Source: an optimization exercise on an open RTL-to-GDS flow (aim: a short achievable clock period and few clock cycles). Production flows keep margins and buffers that such runs may drop.
Only simulation tests tie the RTL to the original design; equivalence was not proved.
Power is estimated from default activity; no workload was simulated.

maple:
Design cache_controller, start of the top module:
module cache_controller (
	input logic clk,
	input logic reset,
	input logic procreq_val,
	input logic procreq_we,
	input logic procreq_domain,
	input cache_pkg::addr_u procreq_addr,
	input cache_pkg::word_t procreq_wdata,
	output logic procreq_rdy,
	output logic procresp_val,
	output cache_pkg::word_t procresp_data,
	input logic procresp_rdy,
	output logic memreq_val,
	output logic memreq_we,
	output cache_pkg::addr_u memreq_addr,
	output cache_pkg::word_t memreq_wdata,
	input logic memreq_rdy,
	input logic memresp_val,
	input cache_pkg::line_t memresp_line
);
	localparam int NL = 2 * 8;   
	localparam int DQ = 8;    
	localparam int DM = 8;    
	localparam int DR = 4;    
	localparam int QW = $clog2(DQ);
	localparam int MW = $clog2(DM);
	logic rdy_q;
	logic s2_v, s2_mpush;
	logic s2_uselb, s2_fill, s2_rdhit, s2_wupd, s2_we;
	logic [31:0] s2_addr, s2_wdata;
	logic s0_v, s0_we, s0_dom;
	logic [31:0] s0_addr, s0_wdata;
	logic s0_is0, s0_is4, s0_lt_b, s0_lt_w;
	logic s0_same_y, s0_heq_y, s0_same_z, s0_heq_z;
	logic [NL-1:0] s0_dec, s0_match;
	logic [31:0] boundary;
	logic [NL-1:0] vld;
	logic [NL-1:0][23:0] tags;
	assign procreq_rdy = rdy_q;
	logic [NL-1:0] in_dec, in_match;
	always_comb begin
		for (int l = 0; l < NL; l++) begin
			in_dec[l] = (procreq_addr[7:4] == l);
			in_match[l] = vld[l] && (tags[l] == procreq_addr[31:8]);
		end
	end
	always_ff @(posedge clk) begin
		s0_we <= procreq_we;
		s0_dom <= procreq_domain;
		s0_addr <= procreq_addr;
		s0_wdata <= procreq_wdata;
		s0_is0 <= (procreq_addr == 32'h0);
		s0_is4 <= (procreq_addr == 32'h4);
		s0_lt_b <= (procreq_addr < boundary);
		s0_lt_w <= (procreq_addr < s0_wdata);
		s0_dec <= in_dec;
		s0_match <= in_match;
		s0_same_y <= (procreq_addr[7:4] == s0_addr[7:4]);
		s0_heq_y <= (procreq_addr[31:8] == s0_addr[31:8]);
		s0_same_z <= (procreq_addr[7:4] == s2_addr[7:4]);
		s0_heq_z <= (procreq_addr[31:8] == s2_addr[31:8]);
	end
	logic s1_setb, s1_fill, s3_fill;
	logic [NL-1:0] s2_tw;
	logic lt, cached, tag_hit, hit;
	logic [3:0] s_idx;
	assign s_idx = s0_addr[7:4];
  ...
For scale: ~9,300 cells after synthesis, ~4,400 flip-flops, about 300 I/O pins, roughly 160,000 um2 of cells after synthesis.
make LEC_CHECK=0 ABC_CLOCK_PERIOD_IN_PS=2300 CAP_MARGIN=20 CORE_MARGIN=2 CORE_UTILIZATION=40 SETUP_SLACK_MARGIN=3.1 SLEW_MARGIN=20 finish   # period 5.5 ns
run.sh (not shown) runs the stock make flow with config.mk's settings and CLKGATE_MAP_FILE= SYNTH_SCRIPT=/design/flow/synth_recipe.tcl, a recipe that flattens the netlist after the stock synthesis.
maple: PASS, flow complete, no timing, DRC or antenna violations
Testbench counts of maple, summed over its fixed seeds: cycles 131,065.
Modified inputs, willow compared to maple
Settings: SETUP_SLACK_MARGIN: 3.1 -> 3.4; CORE_UTILIZATION: 40 -> 45; ABC_CLOCK_PERIOD_IN_PS: 2300 -> 2000.
==> comparison <==
- No run among willow and maple stopped early or left any final violation; all are clean.
- Fraction of final layout cells sized beyond drive strength 1 | willow above maple
- Compared with maple, in willow global-route wire length before repair now sits higher, largest vdd supply drop decreased 21%, overall via count from detail_route now sits higher.
- Relative to maple, the worst setup slack of willow is higher by 0.025 ns.
- Sort willow and maple by total power after layout asc -> top: maple
- Starting density of the core was lower in the run labelled maple.
- Compared with maple, in willow maximum number of pins on one net before global-route repair now sits lower, multi-input gate share of total cell area up 0.76 points, count of clock-buffer cells in the layout saw an increase.
- STATUS maximum frequency: willow wins against maple

* * *

cache_controller, a different RTL version from the one above (not shown whole).
Size in the first run: roughly 9500 cells after synthesis, roughly 4600 flip-flops, ~300 I/O pins, ~160000 µm² of cells after synthesis.
==> flow/config.mk <==
export PLATFORM = sky130hd
export DESIGN_NAME = cache_controller
export DESIGN_NICKNAME = cache_controller
export VERILOG_FILES = /design/flow/design.v
export SDC_FILE = /design/flow/constraint.sdc
export NUM_CORES = 4
export LEC_CHECK = 0
export ABC_CLOCK_PERIOD_IN_PS = 2000
export CAP_MARGIN = 20
export CORE_MARGIN = 2
export CORE_UTILIZATION = 40
export SETUP_SLACK_MARGIN = 3.5
export SLEW_MARGIN = 20
==> flow/constraint.sdc <==
create_clock -name core_clock -period 5.5 [get_ports {clk}]
set_input_delay 1.1000 -clock core_clock [delete_from_list [all_inputs] [get_ports {clk}]]
set_output_delay 1.1000 -clock core_clock [all_outputs]
set_load 0.01 [all_outputs]
standard.sh (not shown) runs the stock make flow with config.mk's settings and CLKGATE_MAP_FILE= SYNTH_SCRIPT=/design/flow/synth_recipe.tcl, a recipe that flattens the netlist after the stock synthesis.
==> flow/flow/run.sh <==
#!/bin/bash
# The standard layout, with one change after placement: each flip-flop that drives only an output
# port is moved, with the port's buffer, next to the port's pin (then legalized), so the
# clock-to-output path has no long wire. Each tool's output goes to a log file here.
set -euo pipefail
W=$(pwd)
R=$W/orfs/results/${FLOW_PLATFORM}/cache_controller/base
bash standard.sh place > std_place.log 2>&1
MV_IN=$R/3_place.odb MV_OUT=$R/3_place_moved.odb openroad -no_init -exit flow/move_out.tcl > move_out.log 2>&1
cp $R/3_place_moved.odb $R/3_place.odb
bash standard.sh finish > std_finish.log 2>&1
test -f out/final.def
==> flow/flow/move_out.tcl <==
# Move each flip-flop that drives only an output port, and the port buffer, next to the port pin,
# then legalize. Reads and writes the ODB named by env MV_IN / MV_OUT.
read_db $::env(MV_IN)
set block [ord::get_db_block]
set core [$block getCoreArea]
set cx0 [$core xMin]; set cy0 [$core yMin]; set cx1 [$core xMax]; set cy1 [$core yMax]
set moved 0
foreach bt [$block getBTerms] {
  if {[$bt getIoType] != "OUTPUT"} continue
  set net [$bt getNet]
  set buf ""
  foreach it [$net getITerms] { if {[$it isOutputSignal]} { set buf [$it getInst] } }
  if {$buf == ""} continue
  set ff ""
  foreach it [$buf getITerms] {
    if {[$it isInputSignal]} {
      set n2 [$it getNet]
      if {$n2 == "NULL"} continue
      foreach it2 [$n2 getITerms] { if {[$it2 isOutputSignal]} { set ff [$it2 getInst] } }
    }
  }
  if {$ff == ""} continue
  # only flip-flops whose output drives nothing but the port buffer
  set qn ""
  foreach it [$ff getITerms] { if {[$it isOutputSignal]} { set qn [$it getNet] } }
  if {$qn == "" || [llength [$qn getITerms]] != 2} continue
  if {![string match "*dfxtp*" [[$ff getMaster] getName]] && ![string match "*dfrtp*" [[$ff getMaster] getName]]} continue
  set bb [$bt getBBox]
  set px [expr {([$bb xMin] + [$bb xMax]) / 2}]
  set py [expr {([$bb yMin] + [$bb yMax]) / 2}]
  # target point just inside the core
  set tx [expr {max($cx0 + 2000, min($cx1 - 12000, $px))}]
  set ty [expr {max($cy0 + 2000, min($cy1 - 6000, $py))}]
  $buf setLocation $tx $ty
  $ff setLocation $tx $ty
  incr moved
}
puts "moved $moved output flops"
detailed_placement
check_placement -verbose
write_db $::env(MV_OUT)
The baseline finished with timing, DRC and antenna clean.
Testbench counts at the start, summed over its fixed seeds: cycles 131,065.
Edit:
Settings changed: ABC_CLOCK_PERIOD_IN_PS 2000 to 2300, SETUP_SLACK_MARGIN 3.5 to 3.1.
Result: The new run produced a clean layout. Sequential share of layout area came out higher by 2.1 points. Total power came out lower by 3.1%. Count of clock-buffer cells in the layout came out lower by 16. Non-clock buffer count came out lower by 288.

* * *

Starting RTL as in the previous note.
Settings: LEC_CHECK=0, ABC_CLOCK_PERIOD_IN_PS=2200, CAP_MARGIN=20, CORE_MARGIN=2, CORE_UTILIZATION=40, SETUP_SLACK_MARGIN=3.3, SLEW_MARGIN=20; clock period 5.5 ns.
Scripts as last shown in full above: flow/flow/run.sh, flow/flow/move_out.tcl
Testbench counts at the start, summed over its fixed seeds: cycles 131,065.
Then changed:
--- a/flow/config.mk
+++ b/flow/config.mk
@@ -10,3 +10,3 @@
 export CORE_MARGIN = 2
-export CORE_UTILIZATION = 40
+export CORE_UTILIZATION = 45
 export SETUP_SLACK_MARGIN = 3.3
Result:
- cell area falls by 0.31%
- non-clock buffer count rises by 24
- final cell count falls by 3.8%
- core utilization rises by 5.7 points
- clock skew rises by 0.024 ns
- first-iteration DRC count falls by 4.5%

[port drivers added, routing unchanged]
The flow's constraints put no driver on any port. The routed layouts listed below were extracted and timed again, unchanged, in two steps. Step 1, drivers: a clkbuf_16 drives clk and a buf_2 each remaining input, both assumed. Step 2 moves the port delays by t, midway between the first and last clock arrival at a register: inputs arrive t later, outputs are due t later. That takes back most of the time a late clock gives input paths. Three values: no drivers, after step 1, after step 2; two values: the first two.
| run | t, ns | setup slack, ns | clock arrival spread, ns | worst register clock-pin slew, ns |
|---|---|---|---|---|
| maple | 1.068 | 2.846 / 2.732 / 2.124 | 0.121 / 0.120 | 0.07 / 0.07 |
| willow | 1.051 | 2.871 / 2.762 / 2.395 | 0.101 / 0.102 | 0.07 / 0.07 |
| the first run of note 2 | 1.101 | 2.921 / 2.833 / 2.229 | 0.106 / 0.105 | 0.07 / 0.07 |
| the second run of note 2 | 1.078 | 2.858 / 2.823 / 2.145 | 0.131 / 0.132 | 0.08 / 0.08 |
| the first run of note 3 | 1.085 | 2.966 / 2.857 / 2.308 | 0.081 / 0.081 | 0.07 / 0.07 |
| the second run of note 3 | 1.084 | 2.924 / 2.839 / 2.293 | 0.106 / 0.106 | 0.07 / 0.07 |
After both steps setup and hold are still met in every run listed. The setup slack of maple, which loses most, moves by -0.114 ns with the drivers and by -0.722 ns with both steps.
